What follows belongs to an exercise in optimizing a design on an open flow for small area; a production flow would make more cautious choices. The RTL was checked by simulation tests, not by an equivalence proof against the original design. No activity file was given, so power comes from the tool's default toggle rates.

`flow/config.mk`:
```
export PLATFORM = sky130hd
export DESIGN_NAME = incoming_response_buffer
export DESIGN_NICKNAME = incoming_response_buffer
export VERILOG_FILES = /design/flow/design.v
export SDC_FILE = /design/flow/constraint.sdc
export NUM_CORES = 4
export LEC_CHECK = 0
export CAP_MARGIN = 20
export CORE_MARGIN = 2
export CORE_UTILIZATION = 40
export CTS_BUF_LIST = sky130_fd_sc_hd__clkbuf_4
export SLEW_MARGIN = 20
```
`flow/constraint.sdc`:
```
create_clock -name core_clock -period 6.0 [get_ports {clk}]
set_input_delay 1.2000 -clock core_clock [delete_from_list [all_inputs] [get_ports {clk}]]
set_output_delay 1.2000 -clock core_clock [all_outputs]
set_load 0.01 [all_outputs]
```
`flow/design.v`:
```
package rob_pkg;
   localparam int ID_W   = 4;
   localparam int DATA_W = 64;
   localparam int RESP_W = 2;
   localparam int TAG_W  = 4;
   localparam int LEN_W  = 8;
   localparam logic [RESP_W-1:0] RESP_OKAY   = 2'b00;
   localparam logic [RESP_W-1:0] RESP_SLVERR = 2'b10;
   typedef struct packed {
      logic [ID_W-1:0]   id;
      logic [DATA_W-1:0] data;
      logic [RESP_W-1:0] resp;
      logic              last;
      logic [TAG_W-1:0]  tagid;
   } r_resp_t;
   typedef struct packed {
      logic             valid;
      logic [LEN_W-1:0] len;
      logic [TAG_W-1:0] tagid;
      logic [LEN_W-1:0] beat_cnt;
   } tag_entry_t;
endpackage
module fifo #(
   parameter int WIDTH = 8,
   parameter int DEPTH = 16
) (
   input  logic             clk,
   input  logic             rst_n,
   input  logic             wr_en,
   input  logic [WIDTH-1:0] din,
   input  logic             out_ready,
   output logic             out_valid,
   output logic [WIDTH-1:0] dout,
   output logic             full
);
   localparam int AW = $clog2(DEPTH);
   logic [WIDTH-1:0] r_mem [DEPTH];
   logic [AW-1:0]    r_wr_ptr;
   logic [DEPTH-1:0] r_rd_oh;
   logic [AW:0]      r_count;
   logic             r_out_valid;
   logic [WIDTH-1:0] r_out;
   logic             w_empty, w_pop, w_push;
   logic [WIDTH-1:0] w_head;
   assign full    = r_count[AW];
   assign w_empty = (r_count == '0);
   assign w_push  = wr_en && !full;
   assign w_pop   = !w_empty && (!r_out_valid || out_ready);
   always_comb begin
      w_head = '0;
      for (int i = 0; i < DEPTH; i++)
         w_head = w_head | (r_mem[i] & {WIDTH{r_rd_oh[i]}});
   end
   always_ff @(posedge clk or negedge rst_n) begin
      if (!rst_n) begin
         r_wr_ptr    <= '0;
         r_rd_oh     <= DEPTH'(1);
         r_count     <= '0;
         r_out_valid <= 1'b0;
      end else begin
         if (w_push) r_wr_ptr <= r_wr_ptr + 1'b1;
         if (w_pop)  r_rd_oh  <= {r_rd_oh[DEPTH-2:0], r_rd_oh[DEPTH-1]};
         if (w_push && !w_pop)      r_count <= r_count + 1'b1;
         else if (!w_push && w_pop) r_count <= r_count - 1'b1;
         if (w_pop)          r_out_valid <= 1'b1;
         else if (out_ready) r_out_valid <= 1'b0;
      end
   end
   always_ff @(posedge clk) begin
      if (w_push) r_mem[r_wr_ptr] <= din;
      if (w_pop)  r_out <= w_head;
   end
   assign out_valid = r_out_valid;
   assign dout      = r_out;
endmodule
module incoming_response_buffer #(
   parameter int ID_WIDTH   = 4,
   parameter int DATA_WIDTH = 64,
   parameter int RESP_WIDTH = 2,
   parameter int TAG_WIDTH  = 4,
   parameter int LEN_WIDTH  = 8,
   parameter int FIFO_DEPTH = 16
) (
   input  logic                  clk,
   input  logic                  rst,
   input  logic                  alloc_valid,
   output logic                  alloc_ready,
   input  logic [ID_WIDTH-1:0]   alloc_id,
   input  logic [LEN_WIDTH-1:0]  alloc_len,
   input  logic [TAG_WIDTH-1:0]  alloc_tagid,
   input  logic                  in_valid,
   output logic                  in_ready,
   input  logic [ID_WIDTH-1:0]   in_id,
   input  logic [DATA_WIDTH-1:0] in_data,
   input  logic [RESP_WIDTH-1:0] in_resp,
   input  logic                  in_last,
   output logic                  out_valid,
   input  logic                  out_ready,
   output logic [ID_WIDTH-1:0]   out_id,
   output logic [DATA_WIDTH-1:0] out_data,
   output logic [RESP_WIDTH-1:0] out_resp,
   output logic                  out_last,
   output logic [TAG_WIDTH-1:0]  out_tagid,
   input  logic                  err_clr,
   output logic                  err_unexp,
   output logic                  err_len,
   output logic [ID_WIDTH:0]     alloc_count
);
   localparam int N_IDS     = 2**ID_WIDTH;
   localparam int PAYLOAD_W = ID_WIDTH + DATA_WIDTH + RESP_WIDTH + 1 + TAG_WIDTH;
   logic                 r_tv   [N_IDS];
   logic [LEN_WIDTH-1:0] r_trem [N_IDS];
   logic [TAG_WIDTH-1:0] r_ttag [N_IDS];
   logic [ID_WIDTH:0]    r_alloc_count;
   logic                 r_err_unexp;
   logic                 r_err_len;
   logic                 w_ent_valid;
   logic [LEN_WIDTH-1:0] w_ent_rem;
   logic [TAG_WIDTH-1:0] w_ent_tagid;
   rob_pkg::r_resp_t     w_push;
   logic                 w_in_fire, w_hit, w_unexp, w_at_len, w_free, w_len_err, w_alloc;
   logic                 w_fifo_full;
   logic [PAYLOAD_W-1:0] w_fifo_dout;
   rob_pkg::r_resp_t     w_out;
   assign alloc_ready = !r_tv[alloc_id];
   assign w_alloc     = alloc_valid && alloc_ready;
   assign in_ready    = !w_fifo_full;
   assign w_in_fire   = in_valid && in_ready;
   assign w_ent_valid = r_tv[in_id];
   assign w_ent_rem   = r_trem[in_id];
   assign w_ent_tagid = r_ttag[in_id];
   assign w_hit       = w_in_fire && w_ent_valid;
   assign w_unexp     = w_in_fire && !w_ent_valid;
   assign w_at_len    = (w_ent_rem == '0);
   assign w_free      = w_hit && (in_last || w_at_len);
   assign w_len_err   = w_hit && (in_last != w_at_len);
   always_comb begin
      w_push       = '0;
      w_push.id    = in_id;
      w_push.data  = in_data;
      w_push.resp  = (in_last != w_at_len) ? rob_pkg::RESP_SLVERR : in_resp;
      w_push.last  = in_last || w_at_len;
      w_push.tagid = w_ent_tagid;
   end
   always_ff @(posedge clk or negedge rst) begin
      if (!rst) begin
         for (int i = 0; i < N_IDS; i++) r_tv[i] <= 1'b0;
         r_alloc_count <= '0;
      end else begin
         if (w_free)  r_tv[in_id]    <= 1'b0;
         if (w_alloc) r_tv[alloc_id] <= 1'b1;
         if (w_alloc && !w_free)      r_alloc_count <= r_alloc_count + 1'b1;
         else if (!w_alloc && w_free) r_alloc_count <= r_alloc_count - 1'b1;
      end
   end
   always_ff @(posedge clk) begin
      if (w_hit && !w_free) r_trem[in_id] <= w_ent_rem - 1'b1;
      if (w_alloc) begin
         r_trem[alloc_id] <= alloc_len;
         r_ttag[alloc_id] <= alloc_tagid;
      end
   end
   always_ff @(posedge clk or negedge rst) begin
      if (!rst) begin
         r_err_unexp <= 1'b0;
         r_err_len   <= 1'b0;
      end else begin
         r_err_unexp <= w_unexp   ? 1'b1 : (err_clr ? 1'b0 : r_err_unexp);
         r_err_len   <= w_len_err ? 1'b1 : (err_clr ? 1'b0 : r_err_len);
      end
   end
   fifo #(.WIDTH(PAYLOAD_W), .DEPTH(FIFO_DEPTH)) u_fifo (
      .clk       (clk),
      .rst_n     (rst),
      .wr_en     (w_hit),
      .din       (w_push),
      .out_ready (out_ready),
      .out_valid (out_valid),
      .dout      (w_fifo_dout),
      .full      (w_fifo_full)
   );
   assign w_out     = w_fifo_dout;
   assign out_id    = w_out.id;
   assign out_data  = w_out.data;
   assign out_resp  = w_out.resp;
   assign out_last  = w_out.last;
   assign out_tagid = w_out.tagid;
   assign err_unexp   = r_err_unexp;
   assign err_len     = r_err_len;
   assign alloc_count = r_alloc_count;
endmodule
```
`flow/run.sh`:
```
#!/bin/bash
# synth_recipe.tcl (not shown) runs the flow's synth.tcl, then flattens the netlist and writes it again
# the make line also repeats each setting of config.mk as NAME=value (left out here)
make -C /OpenROAD-flow-scripts/flow DESIGN_CONFIG=/design/flow/config.mk WORK_HOME=/design/flow/orfs CLKGATE_MAP_FILE= SYNTH_SCRIPT=/design/flow/synth_recipe.tcl finish
```
==> results of run 1 <==
-- logic make-up after synthesis --
family / count (synthesis)
flops: 1516
fa+ha+maj: 17
xor+xnor: 16
compound gates: 761
buf+inv: 267
simple gates: 346
mux: 124
-- area by class of cell --
type | count | area [µm²] | area share [%]
Sequential cell | 1516 | 45300 | 68.8
Multi-Input combinational cell | 1264 | 10700 | 16.2
Clock buffer | 535 | 4020 | 6.09
Timing Repair Buffer | 280 | 2850 | 4.32
Tap cell | 1890 | 2360 | 3.59
Clock inverter | 106 | 495 | 0.752
Inverter | 41 | 159 | 0.241
Antenna cell | 12 | 30.0 | 0.0456
-- sequential cells by signal, indices dropped and copies added, names as in the netlist --
signal and cells:
u_fifo.r_out_valid 1, u_fifo.r_count 5, u_fifo.r_wr_ptr 4, r_trem 128, r_alloc_count 5, r_err_unexp 1
u_fifo.r_mem 1200, r_ttag 64, r_err_len 1, u_fifo.r_rd_oh 16, u_fifo.r_out 75, r_tv 16
-- cells in the final DEF (no fill, tap or decap), types with 7 or more instances in the layout --
cell type / synthesis / routed
sky130_fd_sc_hd__and3_4: 0 / 15
sky130_fd_sc_hd__mux4_1: 7 / 7
sky130_fd_sc_hd__o41ai_1: 14 / 14
sky130_fd_sc_hd__clkinv_1: 1 / 87
sky130_fd_sc_hd__a22o_1: 305 / 305
sky130_fd_sc_hd__mux2i_1: 7 / 7
sky130_fd_sc_hd__o21ai_0: 31 / 30
sky130_fd_sc_hd__a22oi_1: 9 / 9
sky130_fd_sc_hd__clkdlybuf4s50_1: 0 / 174
sky130_fd_sc_hd__nand4_1: 81 / 81
sky130_fd_sc_hd__nand3_1: 20 / 20
sky130_fd_sc_hd__dfrtp_1: 48 / 33
sky130_fd_sc_hd__mux2_2: 63 / 63
sky130_fd_sc_hd__buf_4: 2 / 79
sky130_fd_sc_hd__mux4_2: 45 / 45
sky130_fd_sc_hd__clkinv_2: 0 / 12
sky130_fd_sc_hd__diode_2: 0 / 12
sky130_fd_sc_hd__nor2b_1: 11 / 11
sky130_fd_sc_hd__edfxtp_1: 1467 / 1467
sky130_fd_sc_hd__a21oi_1: 19 / 19
sky130_fd_sc_hd__inv_1: 40 / 40
sky130_fd_sc_hd__clkbuf_4: 0 / 535
sky130_fd_sc_hd__nand2_1: 105 / 105
sky130_fd_sc_hd__nor3_1: 28 / 27
sky130_fd_sc_hd__ha_1: 15 / 15
sky130_fd_sc_hd__xnor2_1: 11 / 11
sky130_fd_sc_hd__a31oi_1: 30 / 30
sky130_fd_sc_hd__a31oi_2: 9 / 9
sky130_fd_sc_hd__a221oi_1: 303 / 303
sky130_fd_sc_hd__dfrtp_4: 0 / 15
sky130_fd_sc_hd__buf_12: 2 / 25
sky130_fd_sc_hd__nor2_1: 48 / 48
-- per-layer routing --
layer | track usage [%] | up-vias
li1 | - | 14000
met1 | 29.3 | 17100
met2 | 35.1 | 1639
met3 | 4.37 | 288
met4 | 6.61 | 10
met5 | 0 | -
-- per-stage QoR --
step           cell area (µm²)  total power [mW]  hold slack [ns]  cells  utilization [%]
4_1_cts                  65900              22.3           0.0339   5632             46.6
5_1_grt                  65900              23.0            0.105   5636             46.6
6_report                 65900              22.1            0.137   5644             46.6
3_3_place_gp             61400              14.1            0.496   4991             43.4
2_1_floorplan            56900              13.3            0.455   3047                -
3_5_place_dp             61400              14.1            0.512   4991             43.4
-- worst max path at each step --
stage	start	endpoint	slack, ns	cells past startpoint
2_1_floorplan	in_id[1]	r_alloc_count[4]	0.58	23
3_3_place_gp	in_id[0]	r_alloc_count[4]	0.78	16
3_5_place_dp	in_id[0]	r_alloc_count[4]	0.63	16
4_1_cts	alloc_id[0]	alloc_ready	0.86	8
5_1_grt	alloc_id[1]	alloc_ready	0.59	8
6_report	alloc_id[0]	alloc_ready	0.82	8
-- power by group --
| group | internal (mW) | switching (mW) |
|---|---|---|
| sequential | 12.1 | 0.194 |
| combinational | 0.617 | 0.984 |
| clock | 4.21 | 4.00 |
| total | 16.9 | 5.18 |
-- worst max-delay path, delay by kind of cell --
kind                   cells  cell delay, ns
AOI/OAI and AO/OA          3            0.83
and+or+nand+nor            2            0.56
buffers and inverters      3            1.38
==> report_table.html, run 1 <==
<table>
<tr><th>Metric</th><th>Value</th></tr>
<tr><th colspan="2">Outcome</th></tr>
<tr><td>Result of the run</td><td>no timing/DRC/antenna violations</td></tr>
<tr><th colspan="2">Yosys</th></tr>
<tr><td>Most frequent cells after synthesis</td><td>sky130_fd_sc_hd__edfxtp_1, sky130_fd_sc_hd__a22o_1, sky130_fd_sc_hd__a221oi_1, sky130_fd_sc_hd__clkbuf_1, sky130_fd_sc_hd__nand2_1</td></tr>
<tr><td>Share of synthesized cell area in full adder, half adder and majority cells</td><td>0.400%</td></tr>
<tr><td>Post-synthesis cell type count</td><td>between 60 and 70</td></tr>
<tr><td>Number of flops mapped to enable cells by yosys</td><td>1467</td></tr>
<tr><td>Syn Nets</td><td>3157</td></tr>
<tr><td>Simple-gate share of the synthesized area</td><td>3.09%</td></tr>
<tr><td>Number of instances in the synthesized netlist</td><td>3047</td></tr>
<tr><td>Most common cell in the netlist</td><td>sky130_fd_sc_hd__edfxtp_1</td></tr>
<tr><td>Register bit count reported by yosys</td><td>between 1500 and 2000</td></tr>
<tr><td>Dominant synthesized flop cell</td><td>sky130_fd_sc_hd__edfxtp_1</td></tr>
<tr><td>Multiplexer share of the synthesized area</td><td>under 10%</td></tr>
<tr><td>Async set-or-reset flop fraction in the synthesized netlist</td><td>3.23%</td></tr>
<tr><td>Count of yosys warnings during synthesis</td><td>3</td></tr>
<tr><td>Area share of the leading cell type in the synthesized netlist</td><td>between 70 and 80%</td></tr>
<tr><td>Syn Area/Cell</td><td>18.7 µm²</td></tr>
<tr><td>Xor and xnor area share after synthesis</td><td>0.259%</td></tr>
<tr><td>Area fraction in compound gates after synthesis</td><td>11.3%</td></tr>
<tr><td>Cell Area, Synth</td><td>0.0569 mm²</td></tr>
<tr><td>Cell taking the most area after synthesis</td><td>sky130_fd_sc_hd__edfxtp_1</td></tr>
<tr><td>Biggest area contributors in the synthesized netlist</td><td>sky130_fd_sc_hd__edfxtp_1, sky130_fd_sc_hd__a22o_1, sky130_fd_sc_hd__a221oi_1, sky130_fd_sc_hd__dfrtp_1, sky130_fd_sc_hd__mux4_2</td></tr>
<tr><td>Combinational family with the most area after synthesis</td><td>compound AO/OA/AOI/OAI gates</td></tr>
<tr><td>Seq/Total Area, Yosys</td><td>79.5%</td></tr>
<tr><th colspan="2">Floorplan</th></tr>
<tr><td>Initial cell density of the core</td><td>40.3%</td></tr>
<tr><td>Die footprint</td><td>~0.15 mm²</td></tr>
<tr><td>Height of the die</td><td>381 µm</td></tr>
<tr><td>Number of core rows</td><td>138</td></tr>
<tr><td>Core footprint</td><td>0.141 mm²</td></tr>
<tr><td>IO Pins</td><td>178</td></tr>
<tr><td>Width of the chip</td><td>381 µm</td></tr>
<tr><th colspan="2">Critical path</th></tr>
<tr><td>Type of destination of the critical path</td><td>primary output</td></tr>
<tr><td>Data arrival time at the worst-slack endpoint</td><td>slightly below 4 ns</td></tr>
<tr><td>Maximum single-stage delay on the critical path</td><td>approximately 0.6 ns</td></tr>
<tr><td>Launch point of the worst reg-to-reg path</td><td>r_trem[1][2]</td></tr>
<tr><td>Worst R2R Path Depth</td><td>16</td></tr>
<tr><td>Max FO, Critical Path</td><td>17</td></tr>
<tr><td>R2R setup slack</td><td>2.25 ns</td></tr>
<tr><td>Master of the slowest instance on the critical path</td><td>sky130_fd_sc_hd__clkdlybuf4s50_1</td></tr>
<tr><td>Startpoint Class</td><td>input pin</td></tr>
<tr><td>WS Path Type</td><td>input pin to primary output</td></tr>
<tr><td>Cells along the critical path</td><td>clkdlybuf4s50_1 -&gt; nor2b_1 -&gt; a32o_1 -&gt; o21ai_0 -&gt; and4_1 -&gt; buf_4 -&gt; a31o_2 -&gt; clkdlybuf4s50_1</td></tr>
<tr><td>Capturing point of the worst reg2reg path</td><td>r_alloc_count[4]</td></tr>
<tr><td>Most used cell, CP</td><td>sky130_fd_sc_hd__clkdlybuf4s50_1</td></tr>
<tr><td>Data required, critical path</td><td>4.80 ns</td></tr>
<tr><th colspan="2">Detailed routing</th></tr>
<tr><td>Routed wire length on met2</td><td>76.8 mm</td></tr>
<tr><td>Top routing layer in use</td><td>met5</td></tr>
<tr><td>Iter 0 DRT Violations</td><td>approximately 3500</td></tr>
<tr><td>Average wire length per cell after detail routing</td><td>28.1 µm</td></tr>
<tr><td>Wire length reported by the detailed router</td><td>approximately 160 mm</td></tr>
<tr><td>Number of DRC violations after detailed routing</td><td>0</td></tr>
<tr><td>Number of nets with antenna violations after detailed routing</td><td>0</td></tr>
<tr><td>DR vias/cell</td><td>between 5 and 6</td></tr>
<tr><td>Routed length on met1</td><td>65.5 mm</td></tr>
<tr><td>Total via count after detailed routing</td><td>33000</td></tr>
<tr><td>DR pass1 iterations</td><td>6</td></tr>
<tr><td>Routed met3 length</td><td>12.9 mm</td></tr>
<tr><th colspan="2">Min path</th></tr>
<tr><td>Min-Delay Path Class</td><td>input pin to asynchronous set/reset pin</td></tr>
<tr><th colspan="2">Timing</th></tr>
<tr><td>Post-layout minimum cycle time</td><td>5.18 ns</td></tr>
<tr><td>Worst-Margin Slew</td><td>1.16 ns</td></tr>
<tr><td>Relative slew slack</td><td>22.9%</td></tr>
<tr><td>Highest clock frequency the design can meet</td><td>193 MHz</td></tr>
<tr><td>Number of pins exceeding their max-slew limit in the final report</td><td>0</td></tr>
<tr><td>Unrepaired setup endpoints after global routing</td><td>no</td></tr>
<tr><td>Worst setup slack after layout</td><td>between 0.8 and 0.9 ns</td></tr>
<tr><td>Setup Skew</td><td>0.143 ns</td></tr>
<tr><td>Final count of negative-setup-slack endpoints</td><td>0</td></tr>
<tr><td>Number of failing hold endpoints at the final stage</td><td>0</td></tr>
<tr><td>Ratio of final minimum period to clock period</td><td>a little under nine tenths</td></tr>
<tr><td>Aggregate negative setup slack</td><td>0 ns</td></tr>
<tr><th colspan="2">Placed design</th></tr>
<tr><td>Worst slack at placement</td><td>0.630 ns</td></tr>
<tr><td>Number of buffers added on ports</td><td>177</td></tr>
<tr><td>HPWL after detailed placement</td><td>around 85 mm</td></tr>
<tr><td>Placer Congestion</td><td>about 0.87</td></tr>
<tr><th colspan="2">Global route</th></tr>
<tr><td>Congestion Overflow GR</td><td>0</td></tr>
<tr><td>Gr usage total</td><td>21.6%</td></tr>
<tr><td>Maximum number of pins on one net before global-route repair</td><td>62</td></tr>
<tr><td>Initial antenna violation count</td><td>9</td></tr>
<tr><td>Number of global-route vias before repair</td><td>33500</td></tr>
<tr><td>Global-route wire length before repair</td><td>230 mm</td></tr>
<tr><th colspan="2">CTS</th></tr>
<tr><td>Setup repair bufs after CTS</td><td>0</td></tr>
<tr><td>Clock buffers created by TritonCTS</td><td>391</td></tr>
<tr><td>Clk pin slew, worst setup/hold paths</td><td>0.07 ns</td></tr>
<tr><td>PostCTS Resize Cnt</td><td>0</td></tr>
<tr><td>Maximum count of clock buffers along a single path</td><td>4</td></tr>
<tr><td>H-tree depth</td><td>5</td></tr>
<tr><td>Clk sink count</td><td>1516</td></tr>
<tr><td>CTS Root Buffer Type</td><td>sky130_fd_sc_hd__clkbuf_4</td></tr>
<tr><td>Post-CTS Hold Buffers</td><td>0</td></tr>
<tr><td>Clock tree from TritonCTS</td><td>built</td></tr>
<tr><td>Latest clock arrival within the worst-skew pair</td><td>around 1.3 ns</td></tr>
<tr><th colspan="2">Cells and area</th></tr>
<tr><td>Post-synthesis to final-layout area growth</td><td>15.8%</td></tr>
<tr><td>Net count reported at finish</td><td>3604</td></tr>
<tr><td>Fill cells</td><td>12100</td></tr>
<tr><td>Layout cells sized above 1</td><td>22.0%</td></tr>
<tr><th colspan="2">Power and ir drop</th></tr>
<tr><td>P per Cell Area</td><td>335 mW/mm²</td></tr>
<tr><td>Worst-case vdd ir drop</td><td>152 µV</td></tr>
<tr><td>Leakage power</td><td>approximately 22 nW</td></tr>
<tr><th colspan="2">Job</th></tr>
<tr><td>Max capacitance violation total</td><td>0</td></tr>
</table>
==> run 2: changes to the inputs <==
--- a/flow/config.mk
+++ b/flow/config.mk
@@ -8,5 +8,4 @@
 export CAP_MARGIN = 20
 export CORE_MARGIN = 2
 export CORE_UTILIZATION = 40
-export CTS_BUF_LIST = sky130_fd_sc_hd__clkbuf_4
 export SLEW_MARGIN = 20
==> run 2 against run 1 <==
  * Still clean on timing, DRC and antenna
  * Count of clock-buffer cells in the layout down 342
  * Die area unchanged
  * Critical path depth unchanged
  * Via count down 4.0%
  * Area after synthesis unchanged
  * Maximum frequency about the same
==> report_table.html, run 2 <==
<table>
<tr><th>Metric</th><th>Value</th></tr>
<tr><th colspan="2">Critical path</th></tr>
<tr><td>Master of the slowest instance on the critical path</td><td>sky130_fd_sc_hd__clkdlybuf4s50_1</td></tr>
<tr><td>Data required, critical path</td><td>4.80 ns</td></tr>
<tr><td>Most used cell, CP</td><td>sky130_fd_sc_hd__clkdlybuf4s50_1</td></tr>
<tr><td>Data arrival time at the worst-slack endpoint</td><td>3.98 ns</td></tr>
<tr><td>R2R setup slack</td><td>2.24 ns</td></tr>
<tr><td>WS Path Type</td><td>input pin to primary output</td></tr>
<tr><td>Maximum single-stage delay on the critical path</td><td>0.61 ns</td></tr>
<tr><td>Type of destination of the critical path</td><td>primary output</td></tr>
<tr><td>Startpoint Class</td><td>input pin</td></tr>
<tr><td>Max FO, Critical Path</td><td>17</td></tr>
<tr><td>Launch point of the worst reg-to-reg path</td><td>r_trem[13][2]</td></tr>
<tr><td>Capturing point of the worst reg2reg path</td><td>r_alloc_count[4]</td></tr>
<tr><td>Worst R2R Path Depth</td><td>16</td></tr>
<tr><td>Cells along the critical path</td><td>clkdlybuf4s50_1 -&gt; nor2b_1 -&gt; a32o_1 -&gt; o21ai_0 -&gt; and4_1 -&gt; buf_4 -&gt; a31o_2 -&gt; clkdlybuf4s50_1</td></tr>
<tr><th colspan="2">Job</th></tr>
<tr><td>Max capacitance violation total</td><td>0</td></tr>
<tr><th colspan="2">Cells and area</th></tr>
<tr><td>Net count reported at finish</td><td>3367</td></tr>
<tr><td>Top register by number of flip-flops</td><td>u_fifo.r_mem</td></tr>
<tr><td>Largest registers</td><td>u_fifo.r_mem x1200, r_trem x128, u_fifo.r_out x75</td></tr>
<tr><td>Post-synthesis to final-layout area growth</td><td>16.3%</td></tr>
<tr><td>Area occupied by multi-input gates</td><td>approximately 0.011 mm²</td></tr>
<tr><td>Most frequent cells in the layout</td><td>sky130_fd_sc_hd__edfxtp_1, sky130_fd_sc_hd__a22o_1, sky130_fd_sc_hd__a221oi_1</td></tr>
<tr><td>Register area</td><td>0.0453 mm²</td></tr>
<tr><td>Leading cell type in the layout, fill and taps excluded</td><td>sky130_fd_sc_hd__edfxtp_1</td></tr>
<tr><td>Post-Layout Cell Count</td><td>roughly 5300</td></tr>
<tr><td>Fill cells</td><td>11800</td></tr>
<tr><td>Layout cells sized above 1</td><td>14.4%</td></tr>
<tr><td>Max FFs per register</td><td>1200</td></tr>
<tr><th colspan="2">Yosys</th></tr>
<tr><td>Async set-or-reset flop fraction in the synthesized netlist</td><td>3.23%</td></tr>
<tr><td>Syn Area/Cell</td><td>between 15 and 20 µm²</td></tr>
<tr><td>Syn Nets</td><td>between 3000 and 4000</td></tr>
<tr><td>Number of instances in the synthesized netlist</td><td>3047</td></tr>
<tr><td>Cell Area, Synth</td><td>~0.057 mm²</td></tr>
<tr><td>Dominant synthesized flop cell</td><td>sky130_fd_sc_hd__edfxtp_1</td></tr>
<tr><td>Biggest area contributors in the synthesized netlist</td><td>sky130_fd_sc_hd__edfxtp_1, sky130_fd_sc_hd__a22o_1, sky130_fd_sc_hd__a221oi_1, sky130_fd_sc_hd__dfrtp_1, sky130_fd_sc_hd__mux4_2</td></tr>
<tr><td>Area share of the leading cell type in the synthesized netlist</td><td>slightly below 80%</td></tr>
<tr><td>Cell taking the most area after synthesis</td><td>sky130_fd_sc_hd__edfxtp_1</td></tr>
<tr><td>Post-synthesis cell type count</td><td>67</td></tr>
<tr><td>Most common cell in the netlist</td><td>sky130_fd_sc_hd__edfxtp_1</td></tr>
<tr><td>Register bit count reported by yosys</td><td>1516</td></tr>
<tr><td>Number of flops mapped to enable cells by yosys</td><td>~1500</td></tr>
<tr><td>Most frequent cells after synthesis</td><td>sky130_fd_sc_hd__edfxtp_1, sky130_fd_sc_hd__a22o_1, sky130_fd_sc_hd__a221oi_1, sky130_fd_sc_hd__clkbuf_1, sky130_fd_sc_hd__nand2_1</td></tr>
<tr><td>Seq/Total Area, Yosys</td><td>approximately four fifths</td></tr>
<tr><td>Count of yosys warnings during synthesis</td><td>3</td></tr>
<tr><th colspan="2">Global route</th></tr>
<tr><td>Grt met3 use</td><td>about 3.9%</td></tr>
<tr><td>Congestion Overflow GR</td><td>0</td></tr>
<tr><td>Number of global-route vias before repair</td><td>between 30000 and 40000</td></tr>
<tr><td>Initial antenna violation count</td><td>9</td></tr>
<tr><td>Met1 track demand over resource</td><td>29.8%</td></tr>
<tr><td>Maximum number of pins on one net before global-route repair</td><td>62</td></tr>
<tr><td>Global routing's busiest layer</td><td>met2</td></tr>
<tr><td>Gr usage total</td><td>21.4%</td></tr>
<tr><td>Global-route wire length before repair</td><td>between 200 and 250 mm</td></tr>
<tr><td>Met2 usage</td><td>34.9%</td></tr>
<tr><th colspan="2">Min path</th></tr>
<tr><td>Worst Hold Path EP</td><td>u_fifo.r_out[44]</td></tr>
<tr><td>Min-Delay Path Class</td><td>flip-flop to flip-flop</td></tr>
<tr><td>Count of cells along the worst hold path</td><td>2</td></tr>
<tr><td>Min-delay src</td><td>u_fifo.r_mem[15][44]</td></tr>
<tr><th colspan="2">Power and ir drop</th></tr>
<tr><td>Leakage power</td><td>21.2 nW</td></tr>
<tr><td>P per Cell Area</td><td>between 300 and 400 mW/mm²</td></tr>
<tr><td>Total power consumption of the routed design</td><td>23.1 mW</td></tr>
<tr><td>Worst-case vdd ir drop</td><td>approximately 230 µV</td></tr>
<tr><th colspan="2">CTS</th></tr>
<tr><td>Setup repair bufs after CTS</td><td>0</td></tr>
<tr><td>H-tree depth</td><td>4</td></tr>
<tr><td>PostCTS Resize Cnt</td><td>0</td></tr>
<tr><td>CTS Root Buffer Type</td><td>sky130_fd_sc_hd__clkbuf_16</td></tr>
<tr><td>Maximum count of clock buffers along a single path</td><td>3</td></tr>
<tr><td>Clock buffers created by TritonCTS</td><td>153</td></tr>
<tr><td>Clock tree from TritonCTS</td><td>built</td></tr>
<tr><td>Clk pin slew, worst setup/hold paths</td><td>0.06 ns</td></tr>
<tr><td>Clk sink count</td><td>1516</td></tr>
<tr><td>Post-CTS Hold Buffers</td><td>0</td></tr>
<tr><td>Latest clock arrival within the worst-skew pair</td><td>0.78 ns</td></tr>
<tr><th colspan="2">Timing</th></tr>
<tr><td>Worst setup slack after layout</td><td>0.824 ns</td></tr>
<tr><td>Number of pins exceeding their max-slew limit in the final report</td><td>0</td></tr>
<tr><td>Unrepaired setup endpoints after global routing</td><td>no</td></tr>
<tr><td>Highest clock frequency the design can meet</td><td>193 MHz</td></tr>
<tr><td>Worst-Margin Slew</td><td>roughly 1.1 ns</td></tr>
<tr><td>Ratio of final minimum period to clock period</td><td>86.3%</td></tr>
<tr><td>Number of failing hold endpoints at the final stage</td><td>0</td></tr>
<tr><td>Post-layout minimum cycle time</td><td>5.18 ns</td></tr>
<tr><td>Relative slew slack</td><td>25.6%</td></tr>
<tr><td>Final count of negative-setup-slack endpoints</td><td>0</td></tr>
<tr><td>Setup Skew</td><td>between 0.05 and 0.06 ns</td></tr>
<tr><td>Aggregate negative setup slack</td><td>0 ns</td></tr>
<tr><th colspan="2">Floorplan</th></tr>
<tr><td>Die footprint</td><td>0.145 mm²</td></tr>
<tr><td>Width of the chip</td><td>381 µm</td></tr>
<tr><td>Core footprint</td><td>about 0.14 mm²</td></tr>
<tr><td>IO Pins</td><td>178</td></tr>
<tr><td>Number of core rows</td><td>138</td></tr>
<tr><td>Initial cell density of the core</td><td>40.3%</td></tr>
<tr><td>Height of the die</td><td>381 µm</td></tr>
<tr><th colspan="2">Detailed routing</th></tr>
<tr><td>Wire length reported by the detailed router</td><td>around 160 mm</td></tr>
<tr><td>DR vias/cell</td><td>6.02</td></tr>
<tr><td>Number of nets with antenna violations after detailed routing</td><td>0</td></tr>
<tr><td>Total via count after detailed routing</td><td>31700</td></tr>
<tr><td>DR pass1 iterations</td><td>6</td></tr>
<tr><td>Average wire length per cell after detail routing</td><td>roughly 30 µm</td></tr>
<tr><td>Number of DRC violations after detailed routing</td><td>0</td></tr>
<tr><td>Iter 0 DRT Violations</td><td>about 3600</td></tr>
<tr><th colspan="2">Placed design</th></tr>
<tr><td>HPWL after detailed placement</td><td>85.3 mm</td></tr>
<tr><td>Placer Congestion</td><td>just under 0.9</td></tr>
<tr><td>Cell Count Post-Placement</td><td>4991</td></tr>
<tr><td>Worst slack at placement</td><td>0.630 ns</td></tr>
<tr><td>Number of buffers added on ports</td><td>177</td></tr>
<tr><th colspan="2">Outcome</th></tr>
<tr><td>Result of the run</td><td>no timing/DRC/antenna violations</td></tr>
</table>
-- run 2: cell counts after synthesis --
No cell type changed its count.
-- run 2: worst max-delay path: cells and delay by family --
kind	cells	cell delay (ns)
AND/OR/NAND/NOR	2	0.55
AO/OA/AOI/OAI	3	0.84
buffers and inverters	3	1.37
-- run 2: metrics by stage --
stage | utilization, % | instance area, µm² | hold slack (ns)
floorplan | - | 56900 | 0.455
global placement | 43.4 | 61400 | 0.496
detailed placement | 43.4 | 61400 | 0.512
CTS | 46.8 | 66200 | 0.511
global route | 46.8 | 66200 | 0.539
finish | 46.8 | 66200 | 0.517
-- run 2: power by group --
| group | internal (mW) | total [mW] | switching, mW | leakage, nW |
|---|---|---|---|---|
| combinational | 0.617 | 1.60 | 0.981 | 5.00 |
| clock | 5.13 | 9.17 | 4.04 | 2.36 |
| sequential | 12.1 | 12.3 | 0.194 | 13.9 |
| total | 17.8 | 23.1 | 5.22 | 21.2 |
-- run 2: how the worst max path moves through the flow --
stage                           start                to  slack (ns)  cells after the start
after CTS                 alloc_id[0]       alloc_ready        0.86                      8
after global routing      alloc_id[1]       alloc_ready        0.59                      8
after detailed placement     in_id[0]  r_alloc_count[4]        0.63                     16
final                     alloc_id[0]       alloc_ready        0.82                      8
after floorplan              in_id[1]  r_alloc_count[4]        0.58                     23
after global placement       in_id[0]  r_alloc_count[4]        0.78                     16
-- run 2: cells by family (layout without fill, tap and decap cells) --
family / after synthesis / count (layout) / synth area share (%)
flip-flops: 1516 / 1516 / 79.5
AO/OA/AOI/OAI: 761 / 761 / 11.3
AND/OR/NAND/NOR: 346 / 346 / 3.09
buffers and inverters: 267 / 600 / 1.91
multiplexers: 124 / 124 / 3.51
adder cells (fa/ha/maj): 17 / 17 / 0.400
XOR/XNOR: 16 / 16 / 0.259
other: 0 / 2 / 0
-- run 2: per-layer routing --
metal	up-vias	part of all wire (%)
met2	1516	49
met4	16	1.8
li1	13300	-
met1	16700	42
met3	215	8.1
met5	-	0.064
-- run 2: layout make-up --
cell class | instances | share of cell area, %
Timing Repair Buffer | 281 | 4.34
Clock buffer | 193 | 6.10
Antenna cell | 2 | 0.00756
Multi-Input combinational cell | 1264 | 16.1
Inverter | 41 | 0.240
Tap cell | 1890 | 3.57
Sequential cell | 1516 | 68.5
Clock inverter | 85 | 1.18
==> run 3: changes to the inputs <==
--- a/flow/config.mk
+++ b/flow/config.mk
@@ -8,4 +8,6 @@
 export CAP_MARGIN = 20
 export CORE_MARGIN = 2
 export CORE_UTILIZATION = 40
+export CTS_CLUSTER_DIAMETER = 90
+export CTS_CLUSTER_SIZE = 24
 export SLEW_MARGIN = 20
==> run 3 against run 2 <==
  * Critical path type unchanged
  * First-iteration DRC count increased by 2.3%
  * Sequential share of layout area increased by 2.9 points
  * Largest power group unchanged
  * Final cell count decreased by 3.1%
  * Still clean on timing, DRC and antenna
  * Clock power decreased by 37%
  * Die area unchanged
  * Critical endpoint unchanged
  * Total power decreased by 15%
==> report_table.html, run 3 <==
<table>
<tr><th>Metric</th><th>Value</th></tr>
<tr><th colspan="2">CTS</th></tr>
<tr><td>Clk sink count</td><td>around 1500</td></tr>
<tr><td>Maximum count of clock buffers along a single path</td><td>3</td></tr>
<tr><td>Clock buffers created by TritonCTS</td><td>76</td></tr>
<tr><td>H-tree depth</td><td>3</td></tr>
<tr><td>Clock tree from TritonCTS</td><td>built</td></tr>
<tr><td>Post-CTS Hold Buffers</td><td>0</td></tr>
<tr><td>Setup repair bufs after CTS</td><td>0</td></tr>
<tr><td>PostCTS Resize Cnt</td><td>0</td></tr>
<tr><td>CTS Root Buffer Type</td><td>sky130_fd_sc_hd__clkbuf_16</td></tr>
<tr><td>Clk pin slew, worst setup/hold paths</td><td>0.08 ns</td></tr>
<tr><td>Latest clock arrival within the worst-skew pair</td><td>0.71 ns</td></tr>
<tr><th colspan="2">Global route</th></tr>
<tr><td>Initial antenna violation count</td><td>8</td></tr>
<tr><td>Maximum number of pins on one net before global-route repair</td><td>62</td></tr>
<tr><td>Number of global-route vias before repair</td><td>30700</td></tr>
<tr><td>Global-route wire length before repair</td><td>224 mm</td></tr>
<tr><td>Congestion Overflow GR</td><td>0</td></tr>
<tr><td>Gr usage total</td><td>21.1%</td></tr>
<tr><th colspan="2">Timing</th></tr>
<tr><td>Number of failing hold endpoints at the final stage</td><td>0</td></tr>
<tr><td>Setup Skew</td><td>0.0425 ns</td></tr>
<tr><td>Aggregate negative setup slack</td><td>0 ns</td></tr>
<tr><td>Ratio of final minimum period to clock period</td><td>85.9%</td></tr>
<tr><td>Unrepaired setup endpoints after global routing</td><td>no</td></tr>
<tr><td>Number of pins exceeding their max-slew limit in the final report</td><td>0</td></tr>
<tr><td>Final count of negative-setup-slack endpoints</td><td>0</td></tr>
<tr><td>Post-layout minimum cycle time</td><td>just over 5 ns</td></tr>
<tr><td>Worst-Margin Slew</td><td>around 1.2 ns</td></tr>
<tr><td>Post-route worst hold slack</td><td>0.528 ns</td></tr>
<tr><td>Highest clock frequency the design can meet</td><td>194 MHz</td></tr>
<tr><td>Relative slew slack</td><td>22.0%</td></tr>
<tr><th colspan="2">Yosys</th></tr>
<tr><td>Syn Area/Cell</td><td>18.7 µm²</td></tr>
<tr><td>Number of flops mapped to enable cells by yosys</td><td>1467</td></tr>
<tr><td>Post-synthesis cell type count</td><td>67</td></tr>
<tr><td>Most frequent cells after synthesis</td><td>sky130_fd_sc_hd__edfxtp_1, sky130_fd_sc_hd__a22o_1, sky130_fd_sc_hd__a221oi_1, sky130_fd_sc_hd__clkbuf_1, sky130_fd_sc_hd__nand2_1</td></tr>
<tr><td>Register bit count reported by yosys</td><td>1516</td></tr>
<tr><td>Async set-or-reset flop fraction in the synthesized netlist</td><td>around 3.2%</td></tr>
<tr><td>Most common cell in the netlist</td><td>sky130_fd_sc_hd__edfxtp_1</td></tr>
<tr><td>Syn Nets</td><td>roughly 3200</td></tr>
<tr><td>Cell Area, Synth</td><td>around 0.057 mm²</td></tr>
<tr><td>Count of yosys warnings during synthesis</td><td>3</td></tr>
<tr><td>Seq/Total Area, Yosys</td><td>79.5%</td></tr>
<tr><td>Dominant synthesized flop cell</td><td>sky130_fd_sc_hd__edfxtp_1</td></tr>
<tr><td>Number of instances in the synthesized netlist</td><td>3047</td></tr>
<tr><td>Area share of the leading cell type in the synthesized netlist</td><td>77.4%</td></tr>
<tr><td>Cell taking the most area after synthesis</td><td>sky130_fd_sc_hd__edfxtp_1</td></tr>
<tr><td>Biggest area contributors in the synthesized netlist</td><td>sky130_fd_sc_hd__edfxtp_1, sky130_fd_sc_hd__a22o_1, sky130_fd_sc_hd__a221oi_1, sky130_fd_sc_hd__dfrtp_1, sky130_fd_sc_hd__mux4_2</td></tr>
<tr><th colspan="2">Detailed routing</th></tr>
<tr><td>Wire length reported by the detailed router</td><td>~160 mm</td></tr>
<tr><td>Number of DRC violations after detailed routing</td><td>0</td></tr>
<tr><td>Iter 0 DRT Violations</td><td>3687</td></tr>
<tr><td>DR pass1 iterations</td><td>6</td></tr>
<tr><td>Average wire length per cell after detail routing</td><td>30.4 µm</td></tr>
<tr><td>Routed length on met1</td><td>~66 mm</td></tr>
<tr><td>Routed met3 length</td><td>11.5 mm</td></tr>
<tr><td>DR vias/cell</td><td>6.06</td></tr>
<tr><td>Routed wire length on met2</td><td>between 70 and 80 mm</td></tr>
<tr><td>Number of nets with antenna violations after detailed routing</td><td>0</td></tr>
<tr><td>Total via count after detailed routing</td><td>roughly 31000</td></tr>
<tr><td>Top routing layer in use</td><td>met5</td></tr>
<tr><th colspan="2">Power and ir drop</th></tr>
<tr><td>P per Cell Area</td><td>309 mW/mm²</td></tr>
<tr><td>Part of the power in registers</td><td>62.5%</td></tr>
<tr><td>Switching power share of the total</td><td>22.8%</td></tr>
<tr><td>Part of the power in the clock network</td><td>29.3%</td></tr>
<tr><td>Worst-case vdd ir drop</td><td>~210 µV</td></tr>
<tr><td>Net switching power figure</td><td>about 4.5 mW</td></tr>
<tr><td>Comb power frac</td><td>8.1%</td></tr>
<tr><td>Leakage power</td><td>19.9 nW</td></tr>
<tr><td>Cell Int Power</td><td>approximately 15 mW</td></tr>
<tr><th colspan="2">Min path</th></tr>
<tr><td>Min-Delay Path Class</td><td>flip-flop to flip-flop</td></tr>
<tr><th colspan="2">Critical path</th></tr>
<tr><td>Type of destination of the critical path</td><td>primary output</td></tr>
<tr><td>Data required, critical path</td><td>4.80 ns</td></tr>
<tr><td>Max FO, Critical Path</td><td>17</td></tr>
<tr><td>Data arrival time at the worst-slack endpoint</td><td>3.95 ns</td></tr>
<tr><td>WS Path Type</td><td>input pin to primary output</td></tr>
<tr><td>Startpoint Class</td><td>input pin</td></tr>
<tr><th colspan="2">Cells and area</th></tr>
<tr><td>Post-synthesis to final-layout area growth</td><td>11.6%</td></tr>
<tr><td>Net count reported at finish</td><td>3289</td></tr>
<tr><td>Most frequent cells in the layout</td><td>sky130_fd_sc_hd__edfxtp_1, sky130_fd_sc_hd__a22o_1, sky130_fd_sc_hd__a221oi_1</td></tr>
<tr><td>Largest registers</td><td>u_fifo.r_mem x1200, r_trem x128, u_fifo.r_out x75</td></tr>
<tr><td>Layout Utilization</td><td>44.9%</td></tr>
<tr><td>Fill cells</td><td>12000</td></tr>
<tr><td>Layout cells sized above 1</td><td>11.1%</td></tr>
<tr><td>Top register by number of flip-flops</td><td>u_fifo.r_mem</td></tr>
<tr><td>Max FFs per register</td><td>1200</td></tr>
<tr><td>Antenna cells</td><td>0</td></tr>
<tr><td>Leading cell type in the layout, fill and taps excluded</td><td>sky130_fd_sc_hd__edfxtp_1</td></tr>
<tr><th colspan="2">Floorplan</th></tr>
<tr><td>Die footprint</td><td>0.145 mm²</td></tr>
<tr><td>Width of the chip</td><td>381 µm</td></tr>
<tr><td>IO Pins</td><td>178</td></tr>
<tr><td>Height of the die</td><td>approximately 380 µm</td></tr>
<tr><td>Initial cell density of the core</td><td>40.3%</td></tr>
<tr><td>Core footprint</td><td>~0.14 mm²</td></tr>
<tr><td>Number of core rows</td><td>138</td></tr>
<tr><th colspan="2">Placed design</th></tr>
<tr><td>HPWL after detailed placement</td><td>between 80 and 90 mm</td></tr>
<tr><td>Placer Congestion</td><td>0.867</td></tr>
<tr><td>Number of buffers added on ports</td><td>177</td></tr>
<tr><th colspan="2">Job</th></tr>
<tr><td>Max capacitance violation total</td><td>0</td></tr>
<tr><th colspan="2">Outcome</th></tr>
<tr><td>Result of the run</td><td>no timing/DRC/antenna violations</td></tr>
</table>
## run 3: layout make-up
class | count | area [µm²] | area share [%]
Clock buffer | 104 | 2010 | 3.16
Clock inverter | 11 | 189 | 0.297
Inverter | 41 | 159 | 0.250
Multi-Input combinational cell | 1264 | 10700 | 16.8
Sequential cell | 1516 | 45300 | 71.3
Tap cell | 1890 | 2360 | 3.72
Timing Repair Buffer | 280 | 2850 | 4.48
## run 3: power groups by stage
stage	clock network, mW	registers (mW)	logic (mW)
floorplan	0	12.5	0.763
global placement	0	12.5	1.59
detailed placement	0	12.5	1.61
CTS	5.89	12.3	1.61
global route	6.24	12.3	1.73
finish	5.76	12.3	1.60
## run 3: cells by family (layout without fill, tap and decap cells)
| logic type | count (synthesis) | after routing | share of synthesized area [%] |
|---|---|---|---|
| DFF | 1516 | 1516 | 79.5 |
| buffers and inverters | 267 | 436 | 1.91 |
| adders and majority gates | 17 | 17 | 0.400 |
| AOI/OAI and AO/OA | 761 | 761 | 11.3 |
| and+or+nand+nor | 346 | 346 | 3.09 |
| muxes | 124 | 124 | 3.51 |
| xor gates and xnor gates | 16 | 16 | 0.259 |
## run 3: critical path, stage by stage
cell	delay, ns
sky130_fd_sc_hd__clkdlybuf4s50_1	0.61
sky130_fd_sc_hd__nor2b_1	0.27
sky130_fd_sc_hd__a32o_1	0.28
sky130_fd_sc_hd__o21ai_0	0.38
sky130_fd_sc_hd__and4_1	0.28
sky130_fd_sc_hd__buf_4	0.21
sky130_fd_sc_hd__a31o_2	0.17
sky130_fd_sc_hd__clkdlybuf4s50_1	0.55
## run 3: metrics by stage
step                setup slack, ns  cell area [µm²]  power (mW)  instances
floorplan                     0.581            56900        13.3       3047
global placement              0.778            61400        14.1       4991
detailed placement            0.630            61400        14.1       4991
CTS                           0.863            63600        19.8       5106
global route                  0.588            63600        20.3       5106
finish                        0.847            63600        19.6       5106
## run 3: path summary, 6_finish.rpt
check | startpoint | to | slack (ns) | cells after the start
worst max-delay path | alloc_id[0] | alloc_ready | 0.85 | 8
worst min-delay path | u_fifo.r_count[2] | u_fifo.r_count[2] | 0.53 | 2
worst max register to register | r_trem[12][2] | r_alloc_count[4] | 2.25 | 16
worst min register to register | u_fifo.r_count[2] | u_fifo.r_count[2] | 0.53 | 2
max in group asynchronous | rst | u_fifo.r_rd_oh[8] | 4.70 | 2
min in group asynchronous | rst | u_fifo.r_count[4] | 0.65 | 2
## run 3: per-layer routing
layer / vias to the layer above / global-route usage (%)
li1: 13000 / -
met1: 16400 / 29.8
met2: 1350 / 34.9
met3: 165 / 3.34
met4: 12 / 3.81
met5: - / 0
==> run 4: changes to the inputs <==
--- a/flow/design.v
+++ b/flow/design.v
@@ -34,7 +34,7 @@
    output logic             full
 );
    localparam int AW = $clog2(DEPTH);
-   logic [WIDTH-1:0] r_mem [DEPTH];
+   logic [DEPTH-1:0][WIDTH-1:0] r_mem;
    logic [AW-1:0]    r_wr_ptr;
    logic [DEPTH-1:0] r_rd_oh;
    logic [AW:0]      r_count;
@@ -67,7 +67,12 @@
       end
    end
    always_ff @(posedge clk) begin
-      if (w_push) r_mem[r_wr_ptr] <= din;
+      for (int i = 0; i < DEPTH; i++) begin
+         logic sel, we;
+         sel = (r_wr_ptr == AW'(i)) && !full;
+         we  = sel && wr_en;
+         r_mem[i] <= (r_mem[i] & {WIDTH{!sel}}) | (din & {WIDTH{we}});
+      end
       if (w_pop)  r_out <= w_head;
    end
    assign out_valid = r_out_valid;
@@ -153,12 +158,18 @@
          else if (!w_alloc && w_free) r_alloc_count <= r_alloc_count - 1'b1;
       end
    end
+   logic [LEN_WIDTH-1:0] w_ent_dec;
+   assign w_ent_dec = w_ent_rem - 1'b1;
    always_ff @(posedge clk) begin
-      if (w_hit && !w_free) r_trem[in_id] <= w_ent_rem - 1'b1;
-      if (w_alloc) begin
-         r_trem[alloc_id] <= alloc_len;
-         r_ttag[alloc_id] <= alloc_tagid;
-      end
+      for (int i = 0; i < N_IDS; i++) begin
+         logic ld, dc;
+         ld = w_alloc && (alloc_id == ID_WIDTH'(i));
+         dc = w_hit && !w_free && (in_id == ID_WIDTH'(i));
+         r_trem[i] <= (r_trem[i] & {LEN_WIDTH{!(ld || dc)}})
+                    | (alloc_len & {LEN_WIDTH{ld}})
+                    | (w_ent_dec & {LEN_WIDTH{dc}});
+      end
+      if (w_alloc) r_ttag[alloc_id] <= alloc_tagid;
    end
    always_ff @(posedge clk or negedge rst) begin
       if (!rst) begin
--- a/flow/config.mk
+++ b/flow/config.mk
@@ -7,7 +7,7 @@
 export LEC_CHECK = 0
 export CAP_MARGIN = 20
 export CORE_MARGIN = 2
-export CORE_UTILIZATION = 40
+export CORE_UTILIZATION = 60
 export CTS_CLUSTER_DIAMETER = 90
-export CTS_CLUSTER_SIZE = 24
+export CTS_CLUSTER_SIZE = 26
 export SLEW_MARGIN = 20
==> run 4 against run 3 <==
  * Clock skew shrank 0.017 ns
  * Cell area shrank 4.6%
  * Non-clock buffer count rose by 38
  * Via count is 43% higher
  * Maximum frequency up 2.5%
  * Highest routed layer is now met4
==> report_table.html, run 4 <==
<table>
<tr><th>Metric</th><th>Value</th></tr>
<tr><th colspan="2">Outcome</th></tr>
<tr><td>Result of the run</td><td>no timing/DRC/antenna violations</td></tr>
<tr><th colspan="2">Critical path</th></tr>
<tr><td>Max FO, Critical Path</td><td>22</td></tr>
<tr><td>WS Path Type</td><td>input pin to flip-flop</td></tr>
<tr><td>Most used cell, CP</td><td>sky130_fd_sc_hd__ha_1</td></tr>
<tr><td>Data arrival time at the worst-slack endpoint</td><td>~5.6 ns</td></tr>
<tr><td>Master of the slowest instance on the critical path</td><td>sky130_fd_sc_hd__a221oi_1</td></tr>
<tr><td>Data required, critical path</td><td>6.57 ns</td></tr>
<tr><td>Cells along the critical path</td><td>buf_2 -&gt; buf_4 -&gt; and3b_1 -&gt; a32o_1 -&gt; a221oi_1 -&gt; a31oi_1 -&gt; inv_1 -&gt; ha_1 -&gt; nor3b_2 -&gt; nand2_1 -&gt; or3_1 -&gt; ha_1 -&gt; nor2b_1 -&gt; inv_2 -&gt; ha_1 -&gt; inv_1 -&gt; ha_1 -&gt; a21o_1 -&gt; a21oi_1 -&gt; xnor2_1 -&gt; nor2_1 -&gt; xor2_1</td></tr>
<tr><td>Buffering stage count on the worst path with inverters included</td><td>5</td></tr>
<tr><td>Gate family responsible for the most delay along the worst path</td><td>simple AND/OR/NAND/NOR gates</td></tr>
<tr><td>Maximum single-stage delay on the critical path</td><td>0.34 ns</td></tr>
<tr><td>Type of destination of the critical path</td><td>flip-flop</td></tr>
<tr><td>Startpoint Class</td><td>input pin</td></tr>
<tr><th colspan="2">Yosys</th></tr>
<tr><td>Seq/Total Area, Yosys</td><td>56.9%</td></tr>
<tr><td>Biggest area contributors in the synthesized netlist</td><td>sky130_fd_sc_hd__dfxtp_1, sky130_fd_sc_hd__o21ai_0, sky130_fd_sc_hd__nand2_1, sky130_fd_sc_hd__edfxtp_1, sky130_fd_sc_hd__a22o_1</td></tr>
<tr><td>Cell Area, Synth</td><td>0.0562 mm²</td></tr>
<tr><td>Count of yosys warnings during synthesis</td><td>4</td></tr>
<tr><td>Most common cell in the netlist</td><td>sky130_fd_sc_hd__nand2_1</td></tr>
<tr><td>Syn Area/Cell</td><td>9.45 µm²</td></tr>
<tr><td>Syn Nets</td><td>6058</td></tr>
<tr><td>Number of instances in the synthesized netlist</td><td>5948</td></tr>
<tr><td>Number of flops mapped to enable cells by yosys</td><td>139</td></tr>
<tr><td>Register bit count reported by yosys</td><td>between 1500 and 2000</td></tr>
<tr><td>Async set-or-reset flop fraction in the synthesized netlist</td><td>3.23%</td></tr>
<tr><td>Area share of the leading cell type in the synthesized netlist</td><td>47.3%</td></tr>
<tr><td>Cell taking the most area after synthesis</td><td>sky130_fd_sc_hd__dfxtp_1</td></tr>
<tr><td>Most frequent cells after synthesis</td><td>sky130_fd_sc_hd__nand2_1, sky130_fd_sc_hd__dfxtp_1, sky130_fd_sc_hd__o21ai_0, sky130_fd_sc_hd__clkbuf_1, sky130_fd_sc_hd__a22o_1</td></tr>
<tr><td>Post-synthesis cell type count</td><td>76</td></tr>
<tr><td>Dominant synthesized flop cell</td><td>sky130_fd_sc_hd__dfxtp_1</td></tr>
<tr><th colspan="2">Power and ir drop</th></tr>
<tr><td>Leakage power</td><td>24.7 nW</td></tr>
<tr><td>P per Cell Area</td><td>456 mW/mm²</td></tr>
<tr><td>Total power consumption of the routed design</td><td>27.6 mW</td></tr>
<tr><td>Worst-case vdd ir drop</td><td>333 µV</td></tr>
<tr><th colspan="2">Cells and area</th></tr>
<tr><td>Layout cells sized above 1</td><td>6.74%</td></tr>
<tr><td>Fill cells</td><td>7894</td></tr>
<tr><td>Max FFs per register</td><td>1200</td></tr>
<tr><td>Largest registers</td><td>u_fifo.r_mem x1200, r_trem x128, u_fifo.r_out x75</td></tr>
<tr><td>Net count reported at finish</td><td>5869</td></tr>
<tr><td>Leading cell type in the layout, fill and taps excluded</td><td>sky130_fd_sc_hd__nand2_1</td></tr>
<tr><td>Post-Layout Cell Count</td><td>7060</td></tr>
<tr><td>Most frequent cells in the layout</td><td>sky130_fd_sc_hd__nand2_1, sky130_fd_sc_hd__dfxtp_1, sky130_fd_sc_hd__o21ai_0</td></tr>
<tr><td>Post-synthesis to final-layout area growth</td><td>7.88%</td></tr>
<tr><td>Top register by number of flip-flops</td><td>u_fifo.r_mem</td></tr>
<tr><td>Final standard cell area without fillers</td><td>0.0606 mm²</td></tr>
<tr><th colspan="2">Global route</th></tr>
<tr><td>Global-route wire length before repair</td><td>between 200 and 300 mm</td></tr>
<tr><td>Number of global-route vias before repair</td><td>40700</td></tr>
<tr><td>Maximum number of pins on one net before global-route repair</td><td>102</td></tr>
<tr><td>Gr usage total</td><td>36.0%</td></tr>
<tr><td>Congestion Overflow GR</td><td>0</td></tr>
<tr><td>Initial antenna violation count</td><td>1</td></tr>
<tr><th colspan="2">CTS</th></tr>
<tr><td>Clk sink count</td><td>1516</td></tr>
<tr><td>H-tree depth</td><td>3</td></tr>
<tr><td>PostCTS Resize Cnt</td><td>0</td></tr>
<tr><td>Maximum count of clock buffers along a single path</td><td>3</td></tr>
<tr><td>Clk pin slew, worst setup/hold paths</td><td>0.10 ns</td></tr>
<tr><td>Setup repair bufs after CTS</td><td>0</td></tr>
<tr><td>Post-CTS Hold Buffers</td><td>0</td></tr>
<tr><td>CTS Root Buffer Type</td><td>sky130_fd_sc_hd__clkbuf_16</td></tr>
<tr><td>Clock buffers created by TritonCTS</td><td>68</td></tr>
<tr><td>Latest clock arrival within the worst-skew pair</td><td>0.68 ns</td></tr>
<tr><td>Clock tree from TritonCTS</td><td>built</td></tr>
<tr><th colspan="2">Timing</th></tr>
<tr><td>Worst-Margin Slew</td><td>roughly 1.2 ns</td></tr>
<tr><td>Number of pins exceeding their max-slew limit in the final report</td><td>0</td></tr>
<tr><td>Aggregate negative setup slack</td><td>0 ns</td></tr>
<tr><td>Relative slew slack</td><td>between 20 and 25%</td></tr>
<tr><td>Worst setup slack after layout</td><td>~1 ns</td></tr>
<tr><td>Final count of negative-setup-slack endpoints</td><td>0</td></tr>
<tr><td>Ratio of final minimum period to clock period</td><td>83.8%</td></tr>
<tr><td>Highest clock frequency the design can meet</td><td>199 MHz</td></tr>
<tr><td>Setup Skew</td><td>0.0252 ns</td></tr>
<tr><td>Unrepaired setup endpoints after global routing</td><td>no</td></tr>
<tr><td>Post-layout minimum cycle time</td><td>between 5 and 6 ns</td></tr>
<tr><td>Number of failing hold endpoints at the final stage</td><td>0</td></tr>
<tr><th colspan="2">Floorplan</th></tr>
<tr><td>Die footprint</td><td>0.0961 mm²</td></tr>
<tr><td>IO Pins</td><td>178</td></tr>
<tr><td>Initial cell density of the core</td><td>60.4%</td></tr>
<tr><td>Width of the chip</td><td>310 µm</td></tr>
<tr><td>Number of core rows</td><td>112</td></tr>
<tr><td>Core footprint</td><td>0.0930 mm²</td></tr>
<tr><td>Height of the die</td><td>310 µm</td></tr>
<tr><th colspan="2">Detailed routing</th></tr>
<tr><td>DR pass1 iterations</td><td>5</td></tr>
<tr><td>Wire length reported by the detailed router</td><td>176 mm</td></tr>
<tr><td>Average wire length per cell after detail routing</td><td>25.0 µm</td></tr>
<tr><td>Iter 0 DRT Violations</td><td>4527</td></tr>
<tr><td>Total via count after detailed routing</td><td>between 40000 and 50000</td></tr>
<tr><td>Number of DRC violations after detailed routing</td><td>0</td></tr>
<tr><td>DR vias/cell</td><td>6.28</td></tr>
<tr><td>Number of nets with antenna violations after detailed routing</td><td>0</td></tr>
<tr><th colspan="2">Placed design</th></tr>
<tr><td>Placer Congestion</td><td>0.984</td></tr>
<tr><td>Total cell area at the placement stage</td><td>0.0586 mm²</td></tr>
<tr><td>Worst slack at placement</td><td>0.384 ns</td></tr>
<tr><td>Number of buffers added on ports</td><td>177</td></tr>
<tr><td>Cell Count Post-Placement</td><td>6942</td></tr>
<tr><td>HPWL after detailed placement</td><td>96.1 mm</td></tr>
<tr><th colspan="2">Min path</th></tr>
<tr><td>Min-Delay Path Class</td><td>flip-flop to flip-flop</td></tr>
<tr><th colspan="2">Job</th></tr>
<tr><td>Max capacitance violation total</td><td>0</td></tr>
</table>
-- run 4: cell count changes in the layout (fill, tap and decap cells not counted), sizes merged, moves of 26 or more --
cell and change:
edfxtp -1328, nand2 +1235, a31oi -34, mux4 -29
inv -26, dfxtp +1328, a22oi +76, buf +40
a221o +35, o21ai +1210
-- run 4: worst paths after layout --
kind	start	endpoint	slack, ns	cells after the start
min reg2reg	u_fifo.r_mem[379]	u_fifo.r_mem[379]	0.46	2
max reg2reg	r_trem[3][1]	r_alloc_count[4]	1.67	20
max	in_id[2]	r_alloc_count[4]	0.97	22
min in group asynchronous	rst	u_fifo.r_out_valid	0.65	2
min	u_fifo.r_mem[379]	u_fifo.r_mem[379]	0.46	2
max in group asynchronous	rst	u_fifo.r_rd_oh[3]	4.75	2
-- run 4: layout make-up --
class / instances / area [µm²] / share of cell area (%)
sequential: 1516 / 32000 / 52.9
timing repair buffer: 318 / 2840 / 4.69
inverter: 22 / 87.6 / 0.144
tap: 1254 / 1570 / 2.59
antenna: 2 / 5.00 / 0.00826
clock buffer: 112 / 1910 / 3.15
clock inverter: 3 / 37.5 / 0.0619
multi-input combinational: 3833 / 22100 / 36.5
-- run 4: kinds of logic after synthesis --
family	share of synthesized area [%]
buffers and inverters	4.15
adder cells (fa/ha/maj)	0.405
flip-flops	56.9
AND/OR/NAND/NOR	11.7
AO/OA/AOI/OAI	23.8
XOR/XNOR	0.294
multiplexers	2.74
-- run 4: worst reg2reg max path, cell delays in order (launching register included) --
cell	delay, ns
sky130_fd_sc_hd__dfxtp_1	0.35
sky130_fd_sc_hd__mux2_2	0.30
sky130_fd_sc_hd__a32o_1	0.26
sky130_fd_sc_hd__a221oi_1	0.34
sky130_fd_sc_hd__a31oi_1	0.17
sky130_fd_sc_hd__inv_1	0.09
sky130_fd_sc_hd__ha_1	0.20
sky130_fd_sc_hd__nor3b_2	0.27
sky130_fd_sc_hd__nand2_1	0.12
sky130_fd_sc_hd__or3_1	0.34
sky130_fd_sc_hd__ha_1	0.20
sky130_fd_sc_hd__nor2b_1	0.18
sky130_fd_sc_hd__inv_2	0.07
sky130_fd_sc_hd__ha_1	0.25
sky130_fd_sc_hd__inv_1	0.14
sky130_fd_sc_hd__ha_1	0.26
sky130_fd_sc_hd__a21o_1	0.19
sky130_fd_sc_hd__a21oi_1	0.17
sky130_fd_sc_hd__xnor2_1	0.13
sky130_fd_sc_hd__nor2_1	0.06
sky130_fd_sc_hd__xor2_1	0.14
-- run 4: power by group --
group	internal, mW	switching [mW]	total (mW)
Combinational	2.20	3.48	5.68
Sequential	14.3	2.26	16.5
Clock	2.23	3.18	5.41
-- run 4: metrics by stage --
stage          hold slack (ns)  util [%]
6_report                 0.457      65.1
4_1_cts                  0.459      65.1
3_5_place_dp             0.442      63.0
2_1_floorplan            0.425         -
3_3_place_gp             0.433      63.0
5_1_grt                  0.482      65.1
-- run 4: layer usage --
layer	up-vias	part of all wire, %	GRT usage (%)	wire length [µm]
li1	20800	-	-	-
met1	21500	43	49.3	75700
met2	1651	46	58.9	81500
met3	361	7.3	4.88	12900
met4	0	3.5	12.0	6210
met5	-	0	0	0
==> run 5: changes to the inputs <==
--- a/flow/config.mk
+++ b/flow/config.mk
@@ -5,9 +5,9 @@
 export SDC_FILE = /design/flow/constraint.sdc
 export NUM_CORES = 4
 export LEC_CHECK = 0
-export CAP_MARGIN = 20
+export CAP_MARGIN = 0
 export CORE_MARGIN = 2
 export CORE_UTILIZATION = 60
 export CTS_CLUSTER_DIAMETER = 90
 export CTS_CLUSTER_SIZE = 26
-export SLEW_MARGIN = 20
+export SLEW_MARGIN = 0
==> run 5 against run 4 <==
  * Still clean on timing, DRC and antenna
  * Sequential power hardly changed
  * Count of clock-buffer cells in the layout stayed put
  * Total power hardly changed
  * Area after synthesis stayed put
  * Hold slack better by 0.00081 ns
  * Final cell count hardly changed
  * Synthesized cell count stayed put
  * Cell area hardly changed
  * Core utilization hardly changed
  * Largest power group unchanged
==> report_table.html, run 5 <==
<table>
<tr><th>Metric</th><th>Value</th></tr>
<tr><th colspan="2">Timing</th></tr>
<tr><td>Relative slew slack</td><td>22.4%</td></tr>
<tr><td>Number of pins exceeding their max-slew limit in the final report</td><td>0</td></tr>
<tr><td>Ratio of final minimum period to clock period</td><td>a little over four fifths</td></tr>
<tr><td>Worst-Margin Slew</td><td>roughly 1.2 ns</td></tr>
<tr><th colspan="2">Yosys</th></tr>
<tr><td>Most frequent cells after synthesis</td><td>sky130_fd_sc_hd__nand2_1, sky130_fd_sc_hd__dfxtp_1, sky130_fd_sc_hd__o21ai_0, sky130_fd_sc_hd__clkbuf_1, sky130_fd_sc_hd__a22o_1</td></tr>
<tr><td>Count of yosys warnings during synthesis</td><td>4</td></tr>
<tr><td>Cell taking the most area after synthesis</td><td>sky130_fd_sc_hd__dfxtp_1</td></tr>
<tr><td>Most common cell in the netlist</td><td>sky130_fd_sc_hd__nand2_1</td></tr>
<tr><td>Syn Area/Cell</td><td>9.45 µm²</td></tr>
<tr><td>Number of flops mapped to enable cells by yosys</td><td>139</td></tr>
<tr><td>Number of instances in the synthesized netlist</td><td>about 5900</td></tr>
<tr><td>Async set-or-reset flop fraction in the synthesized netlist</td><td>3.23%</td></tr>
<tr><td>Syn Nets</td><td>6058</td></tr>
<tr><th colspan="2">Outcome</th></tr>
<tr><td>Result of the run</td><td>no timing/DRC/antenna violations</td></tr>
<tr><th colspan="2">CTS</th></tr>
<tr><td>CTS Root Buffer Type</td><td>sky130_fd_sc_hd__clkbuf_16</td></tr>
<tr><td>Clock buffers created by TritonCTS</td><td>68</td></tr>
<tr><td>Clk sink count</td><td>between 1500 and 2000</td></tr>
<tr><th colspan="2">Cells and area</th></tr>
<tr><td>Most frequent cells in the layout</td><td>sky130_fd_sc_hd__nand2_1, sky130_fd_sc_hd__dfxtp_1, sky130_fd_sc_hd__o21ai_0</td></tr>
<tr><td>Post-synthesis to final-layout area growth</td><td>7.82%</td></tr>
<tr><td>Net count reported at finish</td><td>5868</td></tr>
<tr><td>Max FFs per register</td><td>1200</td></tr>
<tr><th colspan="2">Floorplan</th></tr>
<tr><td>Die footprint</td><td>between 0.09 and 0.1 mm²</td></tr>
<tr><td>Width of the chip</td><td>310 µm</td></tr>
<tr><td>Initial cell density of the core</td><td>60.4%</td></tr>
<tr><th colspan="2">Job</th></tr>
<tr><td>Max capacitance violation total</td><td>0</td></tr>
<tr><th colspan="2">Detailed routing</th></tr>
<tr><td>Top routing layer in use</td><td>met4</td></tr>
<tr><td>Number of nets with antenna violations after detailed routing</td><td>0</td></tr>
<tr><td>Total via count after detailed routing</td><td>44300</td></tr>
<tr><th colspan="2">Min path</th></tr>
<tr><td>Min-Delay Path Class</td><td>flip-flop to flip-flop</td></tr>
<tr><th colspan="2">Power and ir drop</th></tr>
<tr><td>P per Cell Area</td><td>456 mW/mm²</td></tr>
<tr><td>Worst-case vdd ir drop</td><td>~340 µV</td></tr>
<tr><th colspan="2">Critical path</th></tr>
<tr><td>Max FO, Critical Path</td><td>22</td></tr>
<tr><th colspan="2">Placed design</th></tr>
<tr><td>HPWL after detailed placement</td><td>96.1 mm</td></tr>
<tr><th colspan="2">Global route</th></tr>
<tr><td>Global-route wire length before repair</td><td>261 mm</td></tr>
</table>
[run 5: power breakdown]
group	internal, mW	switching [mW]	total [mW]
sequential	14.3	2.26	16.5
clock	2.23	3.19	5.42
combinational	2.20	3.47	5.67
[run 5: per-stage QoR]
step | cell area, µm² | total power, mW | setup slack, ns
2_1_floorplan | 56200 | 20.0 | 0.515
3_3_place_gp | 58600 | 21.9 | 0.385
3_5_place_dp | 58600 | 22.3 | 0.384
4_1_cts | 60600 | 27.6 | 1.07
5_1_grt | 60600 | 29.3 | 0.732
6_report | 60600 | 27.6 | 0.961
[run 5: final timing paths]
path	start	endpoint	slack, ns	cells after the start
setup reg to reg	r_trem[3][1]	r_alloc_count[4]	1.67	20
hold reg to reg	u_fifo.r_mem[529]	u_fifo.r_mem[529]	0.46	2
max in group asynchronous	rst	u_fifo.r_rd_oh[3]	4.75	2
min in group asynchronous	rst	u_fifo.r_out_valid	0.66	2
hold / removal	u_fifo.r_mem[529]	u_fifo.r_mem[529]	0.46	2
setup / recovery	in_id[2]	r_alloc_count[4]	0.96	22
[run 5: routing by layer]
layer,vias to the layer above,global-route usage [%]
met5,-,0
met4,0,12.0
met3,333,4.88
met2,1711,58.9
met1,21400,49.3
li1,20800,-
[run 5: final cells by class]
type                            count  share of cell area [%]
Timing Repair Buffer              317                    4.66
Sequential cell                  1516                    52.9
Tap cell                         1254                    2.59
Inverter                           22                   0.145
Multi-Input combinational cell   3833                    36.5
Antenna cell                        1                 0.00413
Clock inverter                      3                  0.0620
Clock buffer                      112                    3.15
[run 5: cell families after synthesis]
family	count (synthesis)	synth area share, %
fa+ha+maj	17	0.405
xor+xnor	18	0.294
buf+inv	599	4.15
simple gates	1610	11.7
flops	1516	56.9
mux	115	2.74
compound gates	2073	23.8
[run 5: worst max-delay path: stages]
cell	delay, ns
sky130_fd_sc_hd__buf_2	0.30
sky130_fd_sc_hd__buf_4	0.28
sky130_fd_sc_hd__and3b_1	0.25
sky130_fd_sc_hd__a32o_1	0.23
sky130_fd_sc_hd__a221oi_1	0.35
sky130_fd_sc_hd__a31oi_1	0.17
sky130_fd_sc_hd__inv_1	0.08
sky130_fd_sc_hd__ha_1	0.20
sky130_fd_sc_hd__nor3b_2	0.27
sky130_fd_sc_hd__nand2_1	0.12
sky130_fd_sc_hd__or3_1	0.34
sky130_fd_sc_hd__ha_1	0.20
sky130_fd_sc_hd__nor2b_1	0.18
sky130_fd_sc_hd__inv_2	0.07
sky130_fd_sc_hd__ha_1	0.25
sky130_fd_sc_hd__inv_1	0.15
sky130_fd_sc_hd__ha_1	0.26
sky130_fd_sc_hd__a21o_1	0.19
sky130_fd_sc_hd__a21oi_1	0.17
sky130_fd_sc_hd__xnor2_1	0.13
sky130_fd_sc_hd__nor2_1	0.06
sky130_fd_sc_hd__xor2_1	0.14

Setup slack of run 5, layout unchanged: 0.961 ns with ideal ports, 1.007 ns with driving cells assumed (clock clkbuf_16, inputs buf_2), 0.267 ns with port delays also shifted by the 0.740 ns mid clock arrival.
